Context: an optimization exercise on an open-source flow, tuned for small area, a short achievable clock period and few clock cycles. The choices shown serve that exercise and are no tape-out recipe. The RTL was checked by simulation tests, not by an equivalence proof against the original design.

$ cat design/flow/config.mk
export PLATFORM = sky130hd
export DESIGN_NAME = spmv_top
export DESIGN_NICKNAME = spmv_top
export VERILOG_FILES = /design/flow/design.v
export SDC_FILE = /design/flow/constraint.sdc
export NUM_CORES = 4
export LEC_CHECK = 0
export CAP_MARGIN = 20
export CORE_MARGIN = 2
export CORE_UTILIZATION = 40
export SLEW_MARGIN = 20
$ cat design/flow/constraint.sdc
create_clock -name core_clock -period 12.0 [get_ports {clk}]
set_input_delay 2.4000 -clock core_clock [delete_from_list [all_inputs] [get_ports {clk}]]
set_output_delay 2.4000 -clock core_clock [all_outputs]
set_load 0.01 [all_outputs]
$ cat design/flow/design.v
`timescale 1ns/1ps
module spmv_ctrl (
    input  logic                      clk,
    input  logic                      rst_n,
    input  logic                      cmd_val,
    input  logic [5:0]                cmd_opcode,
    input  logic [64-1:0]    cmd_config_data,
    output logic                      busy,
    input  logic                      prefetch_done,
    input  logic [6:0]      rows_done,
    input  logic                      readout_done,
    input  logic                      readout_active,
    output logic                      phase_prefetch,
    output logic                      phase_compute,
    output logic                      phase_init,
    output logic                      readout_start,
    output logic [40-1:0]  val_ptr,
    output logic [40-1:0]  col_ptr,
    output logic [40-1:0]  rowlen_ptr,
    output logic [40-1:0]  vec_ptr,
    output logic [6:0]      vec_len,
    output logic [12-1:0]    spm_nnz,
    output logic [6:0]      spm_nr
);
    localparam int NR_LSB = 16;   
    logic [1:0]               op;
    logic [2:0]               state;
    logic [1:0]               load_cnt;   
    logic                     cmd_hsk, start_init, ld_spm, ld_vec;
    logic [12-1:0]   cmd_nnz;
    logic [40-1:0] cmd_nnz_w;
    assign op         = cmd_opcode[1:0];
    assign cmd_hsk    = cmd_val && !busy;
    assign cmd_nnz    = cmd_config_data[12-1:0];
    assign cmd_nnz_w  = {{(40-12){1'b0}}, cmd_nnz};
    assign start_init = cmd_hsk && op == 2'd0
                        && (state == 3'd0 || state == 3'd4);
    assign ld_spm     = cmd_hsk && state == 3'd1 && op == 2'd1;
    assign ld_vec     = cmd_hsk && state == 3'd1 && op == 2'd2;
    assign phase_init     = state == 3'd1;   
    assign phase_prefetch = state == 3'd2;
    assign phase_compute  = state == 3'd3;
    assign readout_start  = cmd_hsk && state == 3'd4 && op == 2'd3;
    assign busy           = phase_prefetch || phase_compute || readout_active;
    always_ff @(posedge clk) begin
        if (!rst_n) begin
            state    <= 3'd0;
            load_cnt <= '0;
        end else begin
            case (state)
                3'd0: begin
                    if (start_init) begin
                        state    <= 3'd1;
                        load_cnt <= '0;
                    end
                end
                3'd1: begin
                    if (ld_spm || ld_vec) begin
                        load_cnt <= load_cnt + 2'd1;
                        if (load_cnt == 2'd1) state <= 3'd2;   
                    end
                end
                3'd2: if (prefetch_done) state <= 3'd3;
                3'd3: if (rows_done == spm_nr) state <= 3'd4;
                3'd4: begin
                    if (start_init) begin   
                        state    <= 3'd1;
                        load_cnt <= '0;
                    end else if (readout_done) begin
                        state <= 3'd0;
                    end
                end
                default: state <= 3'd0;
            endcase
        end
    end
    always_ff @(posedge clk) begin
        if (start_init) val_ptr <= cmd_config_data[40-1:0];
        if (ld_spm) begin
            spm_nnz    <= cmd_nnz;
            spm_nr     <= cmd_config_data[NR_LSB +: 6+1];
            col_ptr    <= val_ptr + cmd_nnz_w;           
            rowlen_ptr <= val_ptr + (cmd_nnz_w << 1);    
        end
        if (ld_vec) begin
            vec_ptr <= cmd_config_data[40-1:0];
            vec_len <= cmd_config_data[40 +: 6+1];
        end
    end
endmodule
`timescale 1ns/1ps
module spmv_prefetch (
    input  logic                     clk,
    input  logic                     rst_n,
    input  logic                     phase_init,
    input  logic                     phase_prefetch,
    input  logic [40-1:0] vec_ptr,
    input  logic [6:0]     vec_len,
    input  logic [40-1:0] rowlen_ptr,
    input  logic [6:0]     spm_nr,
    output logic                     req_val,
    input  logic                     req_rdy,
    output logic [40-1:0] req_addr,
    output logic [1:0]               req_kind,
    input  logic                     vec_resp_val,
    input  logic                     rowlen_resp_val,
    input  logic [64-1:0]   resp_data,
    output logic                     prefetch_done,
    input  logic [6-1:0]   vec_rd_idx,
    output logic [32-1:0]  vec_rd_data,
    input  logic [6-1:0]   row_rd_idx,
    output logic [6:0]     row_rd_len
);
    localparam int               OUT_W   = $clog2(4 + 1);
    localparam logic [OUT_W-1:0] MAX_OUT = 4;
    localparam logic [OUT_W-1:0] ONE     = 1;
    localparam int               PAD_W   = 40 - 6 - 1;
    logic [6:0]    vec_issued, row_issued;   
    logic [6:0]    vec_got, row_got;         
    logic [OUT_W-1:0]        out_cnt;
    logic                    vec_left, row_left, req_hsk, resp_any;
    logic [32-1:0] vec_mem [0:64-1];
    logic [6:0]    row_mem [0:64-1];
    assign vec_left = vec_issued < vec_len;
    assign row_left = row_issued < spm_nr;
    assign req_val  = phase_prefetch && (vec_left || row_left) && out_cnt < MAX_OUT;
    assign req_kind = vec_left ? 2'd0 : 2'd1;
    assign req_addr = vec_left ? vec_ptr + {{PAD_W{1'b0}}, vec_issued}
                               : rowlen_ptr + {{PAD_W{1'b0}}, row_issued};
    assign req_hsk  = req_val && req_rdy;
    assign resp_any = vec_resp_val || rowlen_resp_val;
    assign prefetch_done = phase_prefetch && vec_got == vec_len && row_got == spm_nr;
    assign vec_rd_data = vec_mem[vec_rd_idx];
    assign row_rd_len  = row_mem[row_rd_idx];
    always_ff @(posedge clk) begin
        if (!rst_n || phase_init) begin
            vec_issued <= '0;
            row_issued <= '0;
            vec_got    <= '0;
            row_got    <= '0;
            out_cnt    <= '0;
        end else begin
            if (req_hsk && vec_left) vec_issued <= vec_issued + 1'b1;
            if (req_hsk && !vec_left) row_issued <= row_issued + 1'b1;
            if (vec_resp_val) vec_got <= vec_got + 1'b1;
            if (rowlen_resp_val) row_got <= row_got + 1'b1;
            out_cnt <= out_cnt + (req_hsk ? ONE : '0) - (resp_any ? ONE : '0);
        end
    end
    always_ff @(posedge clk) begin
        if (vec_resp_val) vec_mem[vec_got[6-1:0]] <= resp_data[32-1:0];
        if (rowlen_resp_val) row_mem[row_got[6-1:0]] <= resp_data[6:0];
    end
endmodule
`timescale 1ns/1ps
module spmv_elem_fetch (
    input  logic                     clk,
    input  logic                     rst_n,
    input  logic                     phase_init,
    input  logic                     phase_compute,
    input  logic [40-1:0] val_ptr,
    input  logic [40-1:0] col_ptr,
    input  logic [12-1:0]   spm_nnz,
    output logic                     req_val,
    input  logic                     req_rdy,
    output logic [40-1:0] req_addr,
    output logic [1:0]               req_kind,
    input  logic                     resp_seen
);
    localparam int               OUT_W   = $clog2(4 + 1);
    localparam logic [OUT_W-1:0] MAX_OUT = 4;
    localparam logic [OUT_W-1:0] ONE     = 1;
    localparam int               PAD_W   = 40 - 12;
    logic [12-1:0] k;         
    logic                   sel_col;   
    logic [OUT_W-1:0]       out_cnt;
    logic                   req_hsk, resp_dec;
    assign req_val  = phase_compute && k < spm_nnz && out_cnt < MAX_OUT;
    assign req_kind = sel_col ? 2'd3 : 2'd2;
    assign req_addr = (sel_col ? col_ptr : val_ptr) + {{PAD_W{1'b0}}, k};
    assign req_hsk  = req_val && req_rdy;
    assign resp_dec = phase_compute && resp_seen;   
    always_ff @(posedge clk) begin
        if (!rst_n || phase_init) begin
            k       <= '0;
            sel_col <= 1'b0;
            out_cnt <= '0;
        end else begin
            if (req_hsk) begin
                sel_col <= !sel_col;
                if (sel_col) k <= k + 1'b1;   
            end
            out_cnt <= out_cnt + (req_hsk ? ONE : '0) - (resp_dec ? ONE : '0);
        end
    end
endmodule
`timescale 1ns/1ps
module spmv_mem_port (
    input  logic                       phase_prefetch,
    input  logic                       phase_compute,
    input  logic                       pf_req_val,
    output logic                       pf_req_rdy,
    input  logic [40-1:0]   pf_req_addr,
    input  logic [1:0]                 pf_req_kind,
    input  logic                       ef_req_val,
    output logic                       ef_req_rdy,
    input  logic [40-1:0]   ef_req_addr,
    input  logic [1:0]                 ef_req_kind,
    input  logic                       mem_req_rdy,
    output logic                       mem_req_val,
    output logic [6-1:0] mem_req_transid,
    output logic [40-1:0]   mem_req_addr,
    input  logic                       mem_resp_val,
    input  logic [6-1:0] mem_resp_transid,
    input  logic [64-1:0]     mem_resp_data,
    output logic                       vec_resp_val,
    output logic                       rowlen_resp_val,
    output logic                       val_resp_val,
    output logic                       col_resp_val,
    output logic [64-1:0]     resp_data
);
    logic [1:0] req_kind, resp_kind;
    always_comb begin
        mem_req_val  = 1'b0;
        pf_req_rdy   = 1'b0;
        ef_req_rdy   = 1'b0;
        mem_req_addr = pf_req_addr;
        req_kind     = pf_req_kind;
        if (phase_prefetch) begin
            mem_req_val = pf_req_val;
            pf_req_rdy  = mem_req_rdy;
        end else if (phase_compute) begin
            mem_req_val  = ef_req_val;
            ef_req_rdy   = mem_req_rdy;
            mem_req_addr = ef_req_addr;
            req_kind     = ef_req_kind;
        end
    end
    assign mem_req_transid = {req_kind, mem_req_addr[6-3:0]};   
    assign resp_kind       = mem_resp_transid[6-1 -: 2];
    assign vec_resp_val    = mem_resp_val && resp_kind == 2'd0;
    assign rowlen_resp_val = mem_resp_val && resp_kind == 2'd1;
    assign val_resp_val    = mem_resp_val && resp_kind == 2'd2;
    assign col_resp_val    = mem_resp_val && resp_kind == 2'd3;
    assign resp_data       = mem_resp_data;
endmodule
`timescale 1ns/1ps
module spmv_mac (
    input  logic                    clk,
    input  logic                    rst_n,
    input  logic                    phase_init,
    input  logic                    phase_compute,
    input  logic                    val_resp_val,
    input  logic                    col_resp_val,
    input  logic [64-1:0]  resp_data,
    output logic [6-1:0]  vec_rd_idx,
    input  logic [32-1:0] vec_rd_data,
    output logic [6-1:0]  row_rd_idx,
    input  logic [6:0]    row_rd_len,
    input  logic [6:0]    spm_nr,
    output logic                    row_wr_val,
    output logic [6-1:0]  row_wr_idx,
    output logic [32-1:0] row_wr_data,
    output logic [6:0]    rows_done
);
    logic [32-1:0] val_q;                             
    logic [32-1:0] prod_mem [0:64-1];      
    logic [6:0]    wr_ptr, rd_ptr;
    logic [6:0]    row, cnt;                          
    logic [32-1:0] acc;
    logic                    row_open, pop;
    assign vec_rd_idx = resp_data[6-1:0];   
    assign row_rd_idx = row[6-1:0];
    assign row_open    = phase_compute && row < spm_nr;
    assign row_wr_val  = row_open && cnt == row_rd_len;
    assign row_wr_idx  = row[6-1:0];
    assign row_wr_data = acc;
    assign pop         = row_open && cnt != row_rd_len && wr_ptr != rd_ptr;
    assign rows_done   = row;
    always_ff @(posedge clk) begin
        if (val_resp_val) val_q <= resp_data[32-1:0];
        if (col_resp_val) prod_mem[wr_ptr[6-1:0]] <= val_q * vec_rd_data;   
    end
    always_ff @(posedge clk) begin
        if (!rst_n || phase_init) begin
            wr_ptr <= '0;
            rd_ptr <= '0;
            row    <= '0;
            cnt    <= '0;
            acc    <= '0;
        end else begin
            if (col_resp_val) wr_ptr <= wr_ptr + 1'b1;
            if (row_wr_val) begin
                row <= row + 1'b1;
                cnt <= '0;
                acc <= '0;
            end else if (pop) begin
                acc    <= acc + prod_mem[rd_ptr[6-1:0]];
                cnt    <= cnt + 1'b1;
                rd_ptr <= rd_ptr + 1'b1;
            end
        end
    end
endmodule
`timescale 1ns/1ps
module spmv_result_buf (
    input  logic                    clk,
    input  logic                    rst_n,
    input  logic                    phase_init,
    input  logic                    row_wr_val,
    input  logic [6-1:0]  row_wr_idx,
    input  logic [32-1:0] row_wr_data,
    input  logic                    readout_start,
    input  logic [6:0]    spm_nr,
    output logic                    resp_val,
    input  logic                    resp_rdy,
    output logic [64-1:0]  resp_data,
    output logic                    readout_active,
    output logic                    readout_done
);
    logic [32-1:0] out_mem [0:64-1];   
    logic [6:0]    rd_idx;
    logic                    resp_hsk, last;
    assign resp_val     = readout_active;
    assign resp_data    = {{(64-32){1'b0}}, out_mem[rd_idx[6-1:0]]};   
    assign resp_hsk     = resp_val && resp_rdy;
    assign last         = rd_idx == spm_nr - 1'b1;
    assign readout_done = resp_hsk && last;
    always_ff @(posedge clk) begin
        if (row_wr_val) out_mem[row_wr_idx] <= row_wr_data;
    end
    always_ff @(posedge clk) begin
        if (!rst_n || phase_init) begin
            readout_active <= 1'b0;
            rd_idx         <= '0;
        end else if (readout_start) begin
            readout_active <= 1'b1;
            rd_idx         <= '0;
        end else if (resp_hsk) begin
            rd_idx <= rd_idx + 1'b1;   
            if (last) readout_active <= 1'b0;
        end
    end
endmodule
`timescale 1ns/1ps
module spmv_top (
    input  logic                       clk,
    input  logic                       rst_n,
    input  logic                       cmd_val,
    input  logic [5:0]                 cmd_opcode,
    input  logic [64-1:0]     cmd_config_data,
    output logic                       busy,
    output logic                       resp_val,
    input  logic                       resp_rdy,
    output logic [64-1:0]     resp_data,
    input  logic                       mem_req_rdy,
    output logic                       mem_req_val,
    output logic [6-1:0] mem_req_transid,
    output logic [40-1:0]   mem_req_addr,
    input  logic                       mem_resp_val,
    input  logic [6-1:0] mem_resp_transid,
    input  logic [64-1:0]     mem_resp_data
);
    logic                     phase_init, phase_prefetch, phase_compute;
    logic                     readout_start, readout_active, readout_done, prefetch_done;
    logic [6:0]     rows_done, vec_len, spm_nr;
    logic [12-1:0]   spm_nnz;
    logic [40-1:0] val_ptr, col_ptr, rowlen_ptr, vec_ptr;
    logic                     pf_req_val, pf_req_rdy, ef_req_val, ef_req_rdy;
    logic [40-1:0] pf_req_addr, ef_req_addr;
    logic [1:0]               pf_req_kind, ef_req_kind;
    logic                     vec_resp_val, rowlen_resp_val, val_resp_val, col_resp_val;
    logic [64-1:0]   mem_data;
    logic [6-1:0]   vec_rd_idx, row_rd_idx, row_wr_idx;
    logic [32-1:0]  vec_rd_data, row_wr_data;
    logic [6:0]     row_rd_len;
    logic                     row_wr_val;
    spmv_ctrl i_ctrl (
        .clk             (clk),
        .rst_n           (rst_n),
        .cmd_val         (cmd_val),
        .cmd_opcode      (cmd_opcode),
        .cmd_config_data (cmd_config_data),
        .busy            (busy),
        .prefetch_done   (prefetch_done),
        .rows_done       (rows_done),
        .readout_done    (readout_done),
        .readout_active  (readout_active),
        .phase_prefetch  (phase_prefetch),
        .phase_compute   (phase_compute),
        .phase_init      (phase_init),
        .readout_start   (readout_start),
        .val_ptr         (val_ptr),
        .col_ptr         (col_ptr),
        .rowlen_ptr      (rowlen_ptr),
        .vec_ptr         (vec_ptr),
        .vec_len         (vec_len),
        .spm_nnz         (spm_nnz),
        .spm_nr          (spm_nr)
    );
    spmv_prefetch i_prefetch (
        .clk             (clk),
        .rst_n           (rst_n),
        .phase_init      (phase_init),
        .phase_prefetch  (phase_prefetch),
        .vec_ptr         (vec_ptr),
        .vec_len         (vec_len),
        .rowlen_ptr      (rowlen_ptr),
        .spm_nr          (spm_nr),
        .req_val         (pf_req_val),
        .req_rdy         (pf_req_rdy),
        .req_addr        (pf_req_addr),
        .req_kind        (pf_req_kind),
        .vec_resp_val    (vec_resp_val),
        .rowlen_resp_val (rowlen_resp_val),
        .resp_data       (mem_data),
        .prefetch_done   (prefetch_done),
        .vec_rd_idx      (vec_rd_idx),
        .vec_rd_data     (vec_rd_data),
        .row_rd_idx      (row_rd_idx),
        .row_rd_len      (row_rd_len)
    );
    spmv_elem_fetch i_elem_fetch (
        .clk           (clk),
        .rst_n         (rst_n),
        .phase_init    (phase_init),
        .phase_compute (phase_compute),
        .val_ptr       (val_ptr),
        .col_ptr       (col_ptr),
        .spm_nnz       (spm_nnz),
        .req_val       (ef_req_val),
        .req_rdy       (ef_req_rdy),
        .req_addr      (ef_req_addr),
        .req_kind      (ef_req_kind),
        .resp_seen     (mem_resp_val)   
    );
    spmv_mem_port i_mem_port (
        .phase_prefetch   (phase_prefetch),
        .phase_compute    (phase_compute),
        .pf_req_val       (pf_req_val),
        .pf_req_rdy       (pf_req_rdy),
        .pf_req_addr      (pf_req_addr),
        .pf_req_kind      (pf_req_kind),
        .ef_req_val       (ef_req_val),
        .ef_req_rdy       (ef_req_rdy),
        .ef_req_addr      (ef_req_addr),
        .ef_req_kind      (ef_req_kind),
        .mem_req_rdy      (mem_req_rdy),
        .mem_req_val      (mem_req_val),
        .mem_req_transid  (mem_req_transid),
        .mem_req_addr     (mem_req_addr),
        .mem_resp_val     (mem_resp_val),
        .mem_resp_transid (mem_resp_transid),
        .mem_resp_data    (mem_resp_data),
        .vec_resp_val     (vec_resp_val),
        .rowlen_resp_val  (rowlen_resp_val),
        .val_resp_val     (val_resp_val),
        .col_resp_val     (col_resp_val),
        .resp_data        (mem_data)
    );
    spmv_mac i_mac (
        .clk           (clk),
        .rst_n         (rst_n),
        .phase_init    (phase_init),
        .phase_compute (phase_compute),
        .val_resp_val  (val_resp_val),
        .col_resp_val  (col_resp_val),
        .resp_data     (mem_data),
        .vec_rd_idx    (vec_rd_idx),
        .vec_rd_data   (vec_rd_data),
        .row_rd_idx    (row_rd_idx),
        .row_rd_len    (row_rd_len),
        .spm_nr        (spm_nr),
        .row_wr_val    (row_wr_val),
        .row_wr_idx    (row_wr_idx),
        .row_wr_data   (row_wr_data),
        .rows_done     (rows_done)
    );
    spmv_result_buf i_result_buf (
        .clk            (clk),
        .rst_n          (rst_n),
        .phase_init     (phase_init),
        .row_wr_val     (row_wr_val),
        .row_wr_idx     (row_wr_idx),
        .row_wr_data    (row_wr_data),
        .readout_start  (readout_start),
        .spm_nr         (spm_nr),
        .resp_val       (resp_val),
        .resp_rdy       (resp_rdy),
        .resp_data      (resp_data),
        .readout_active (readout_active),
        .readout_done   (readout_done)
    );
endmodule
$ cat design/flow/run.sh
#!/bin/bash
# synth_recipe.tcl (not shown) runs the flow's synth.tcl, then flattens the netlist and writes it again
# the make line also repeats each setting of config.mk as NAME=value (left out here)
make -C /OpenROAD-flow-scripts/flow DESIGN_CONFIG=/design/flow/config.mk WORK_HOME=/design/flow/orfs CLKGATE_MAP_FILE= SYNTH_SCRIPT=/design/flow/synth_recipe.tcl finish
==> summary.txt <==
- The flow ran to the end and the layout has no timing, DRC or antenna violations.
- In this run the critical register-to-register path is captured at i_mac.prod_mem[18][30].
- In this run the clock root is driven by a clkbuf_16.
- The via count of the first global-routing pass came to approximately 140k.
- The number of distinct library cells after synthesis is between 70 and 80.
- For this run, the leading register cell type out of synthesis is edfxtp_1.
- between 200 and 300 I/O pins were placed.
- The initial antenna violation count is 61.
- The sum of net half-perimeters after detailed placement is roughly 440000 um.
- The stage delay of the slowest cell on the critical path is 0.76 ns.
- The post-route standard cell area excluding fillers is approximately 330000 um2.
- The area of placed instances is 307000 um2.
- The launch instance of the worst register-to-register path is i_prefetch.vec_mem[20][5].
- The number of placed instances, taps included is roughly 24000.
- The final count of hold timing violations is 0.
- The instance count of the mapped netlist is around 14000.
- The startpoint of the tightest hold check path is i_mac.cnt[2].
- At the worst endpoint, the arrival time is 12.25 ns.
- The transition time at the pin with the least slew margin is 1.17 ns.
- The post-route clock period utilization is approximately 95%.
- In the routed design, unresolved DRC markers number 0.
- The routed wire length is 766000 um.
- The kind of start point of the critical path is a primary input.
- Once the clock tree was built, the setup fixing pass inserted 0 buffers.
- The final cell utilization of the core is 46.0%.
- The number of violations of the max-capacitance limit is 0.
- The library cell with the largest summed area after synthesis is edfxtp_1.
- The nature of the critical path endpoint is a register.
- The first TritonRoute pass finished after 5 iterations.
- The count of cells in the finished layout, fillers not included, comes to between 20000 and 25000.
- The worst-case clock buffer depth is 4.
- The largest net degree at the start of global routing is between 100 and 150.
- The cell occurring most often along the worst timing path is fa_1.
- For the finished layout, the period the worst path requires is 11.34 ns.
- The clock sink count is between 6000 and 7000.
- The number of buffers inserted during clock tree synthesis is 710.
- The worst pin sits at a relative slew slack of a little over a fifth.
- Counting flops with a built-in enable in the synthesized netlist gives a little under 7000.
- The proportion of layout cells with a drive suffix above 1 is roughly 27%.
- The TritonCTS clock tree is yes.
- Setup slack on the worst reg-to-reg path comes out at between 2 and 2.5 ns.
- In this run the cell area of the synthesized design comes to roughly 290000 um2.
- The source of the critical timing path is mem_resp_data[0].
- The worst min-delay path class is reg -> reg.
- Among all cell types in the netlist, the one instantiated most often is edfxtp_1.
- For the worst-skew pair, the clock arrives at the later sink with an insertion delay of about 1.2 ns.
- The worst setup path endpoint is i_mac.prod_mem[18][30].
- The number of nets with antenna violations after detailed routing is 0.
- Summed over all layers, the global routing overflow is 0.
- The overall die height is roughly 850 um.
- The total of flip-flops plus latches after synthesis is ~6900.
- The setup TNS after final layout is 0 ns.
- The count of cells along the worst register-to-register path is 31.
- The share of synthesized area in the top cell type comes to a little under three quarters.
- After clock tree synthesis, the clock-pin slew on the worst setup and hold paths is approximately 0.060 ns.
- The yosys synthesis warning count is 6.
- After filler insertion, the fill cell instance count of the layout stands at a little under 60000.
- The final layout contains approximately 16000 nets.
- Each instance of the synthesized netlist takes up on average 20.7 um2.
- The H-tree generated during clock tree synthesis spans 6 levels.
- The die area is approximately 730000 um2.
- The commonest cells after synthesis are edfxtp_1 (6810), mux4_2 (2050), inv_1 (593).
- On the final layout, the worst clock skew is about 0.12 ns.
- The type of the worst setup path is in -> reg.
- After detailed routing, the average wire length per cell comes to a little over 30 um.
- The horizontal extent of the die is 852 um.
- The total of endpoints with negative setup slack in the final report is 0.
- The count of buffers added on input and output ports is approximately 170.
- The total vias in the final route is around 140k.
- The layout-stage area growth over the synthesis result is 14.6%.
- The region available for standard cell placement spans roughly 700000 um2.
- For this run, the register share of the synthesized area comes to ~72%.
- For this configuration, the core starts out at a cell density of 40.1%.
- On the critical path, the stage with the largest delay is an instance of nor4_1.
- Hold repair after CTS inserted 0 buffers.
- For this run, the total global-route usage over all layers was measured as 20.7%.
- The wire length of the first global-routing pass is approximately 1100000 um.
- The required time of the worst setup path is about 13 ns.
- The final count of pins violating max slew came to 0.
- The achievable clock frequency is 0.0881 GHz.
- Once the clock tree was built, the resizer swapped 0 gates to a different size.
- After detailed routing, the number of vias per cell comes to about 5.7.
- Sorting the synthesized cells by area gives the leading types as edfxtp_1 (71%), mux4_2 (16%), fa_1 (2.9%).
- The peak fanout along the critical path is 50.
- The async set or reset register ratio after synthesis is 0%.
- Routability-driven placement finished with a final weighted congestion of 0.819.
- In this run, the number of DRC markers left after iteration 0 of detailed routing was around 17000.
- Setup repair after global routing left no endpoint under its margin.
- The site row count is just over 300.
cell families (layout without fill, tap and decap cells):
kind of cell               count (synthesis)  count (layout)  share of synthesized area, %
DFF                                     6948            6948                          72.1
other                                      1              53                       0.00130
AOI/OAI and AO/OA                        638             638                          1.38
xor gates and xnor gates                 363             363                          1.12
muxes                                   2247            2247                          16.8
buffers and inverters                   1316            2837                          1.95
adders and majority gates                666             666                          3.98
and+or+nand+nor                         1693            1693                          2.76
cell usage in the layout, fill, tap and decap left out, types with 137 or more instances in the layout:
cell             Yosys  final
a21oi_1            184    178
and2_1             219    218
buf_4               71    701
clkbuf_1           396    200
clkbuf_16            0    714
clkdlybuf4s50_1      0    137
clkinv_1             1    141
edfxtp_1          6810   6810
fa_1               416    415
ha_1               250    247
inv_1              593    593
mux2i_1            163    162
mux4_2            2050   2050
nand2_1            491    489
nor2_1             535    341
nor2_4               0    194
xnor2_1            204    188
xor2_1             156    147
stage by stage:
step | hold slack [ns] | worst slack (ns)
after floorplan | 0.450 | -0.0933
after global placement | 0.471 | -0.523
after detailed placement | 0.498 | -0.519
after CTS | 0.509 | 0.667
after global routing | 0.516 | 0.356
final | 0.506 | 0.656
registers in the layout, indices dropped and copies added, names as in the netlist, 40 cells and up, named ones only:
register              count
i_mac.prod_mem         2048
i_prefetch.vec_mem     2048
i_result_buf.out_mem   2048
i_prefetch.row_mem      448
i_ctrl.col_ptr           40
i_ctrl.rowlen_ptr        40
i_ctrl.val_ptr           40
i_ctrl.vec_ptr           40
worst max-delay path, delay by kind of cell:
kind / cells / cell delay (ns)
AOI/OAI and AO/OA: 8 / 1.68
adders and majority gates: 9 / 3.67
buffers and inverters: 11 / 1.70
muxes: 2 / 0.69
and+or+nand+nor: 5 / 1.93
metal layers:
layer  part of all wire, %  vias to the layer above  global-route usage, %  wire length, um
met5                 0.014                        -                      0              110
met4                   3.0                       16                   5.68            23100
met3                   7.1                     1022                   2.91            54300
met2                    49                     5447                   34.1           372000
met1                    41                    77500                   29.3           317000
li1                      -                    58026                      -                -
how the worst min path moves through the flow:
stage               slack, ns  cells after the start              endpoint
floorplan                0.45                      0  i_ctrl.rowlen_ptr[0]
global placement         0.47                      2          i_mac.cnt[2]
detailed placement       0.50                      2       i_mac.wr_ptr[6]
CTS                      0.51                      2       i_mac.wr_ptr[6]
global route             0.52                      0  i_ctrl.rowlen_ptr[0]
finish                   0.51                      2          i_mac.cnt[2]
area by class of cell:
| cell class | count | area [um2] | area share (%) |
|---|---|---|---|
| diodes | 21 | 52.6 | 0.0159 |
| clock inverters | 356 | 3630 | 1.10 |
| well taps | 9546 | 11900 | 3.62 |
| multi-input cells | 5639 | 77000 | 23.3 |
| clock buffers | 925 | 18800 | 5.69 |
| repair buffers | 958 | 8780 | 2.66 |
| inverters | 598 | 2250 | 0.683 |
| flip-flops and latches | 6948 | 207000 | 62.9 |
Testbench counts, summed over its fixed seeds: cycles 94,633.

## re-timing with driven ports
How much do the figures lean on ideal ports? The routed layout below was timed once more, with nothing changed but the port constraints. Step 1 sets driving cells, clkbuf_16 on the clock port and buf_2 on the other inputs (assumed; they add their load-dependent delay and slew). Step 2 moves the port delays by t, midway between the first and last clock arrival at a register: inputs arrive t later, outputs are due t later. That takes back most of the time a late clock gives input paths. Three values: no drivers, after step 1, after step 2; two values: the first two.
t, ns: 1.236
slack for setup (ns): 0.656 / 0.728 / -0.507
latest minus earliest clock arrival (ns): 0.121 / 0.121
Met with ideal ports but missed after step 2: setup timing in this run. The setup slack of this run moves by +0.072 ns with the drivers and by -1.163 ns with both steps.
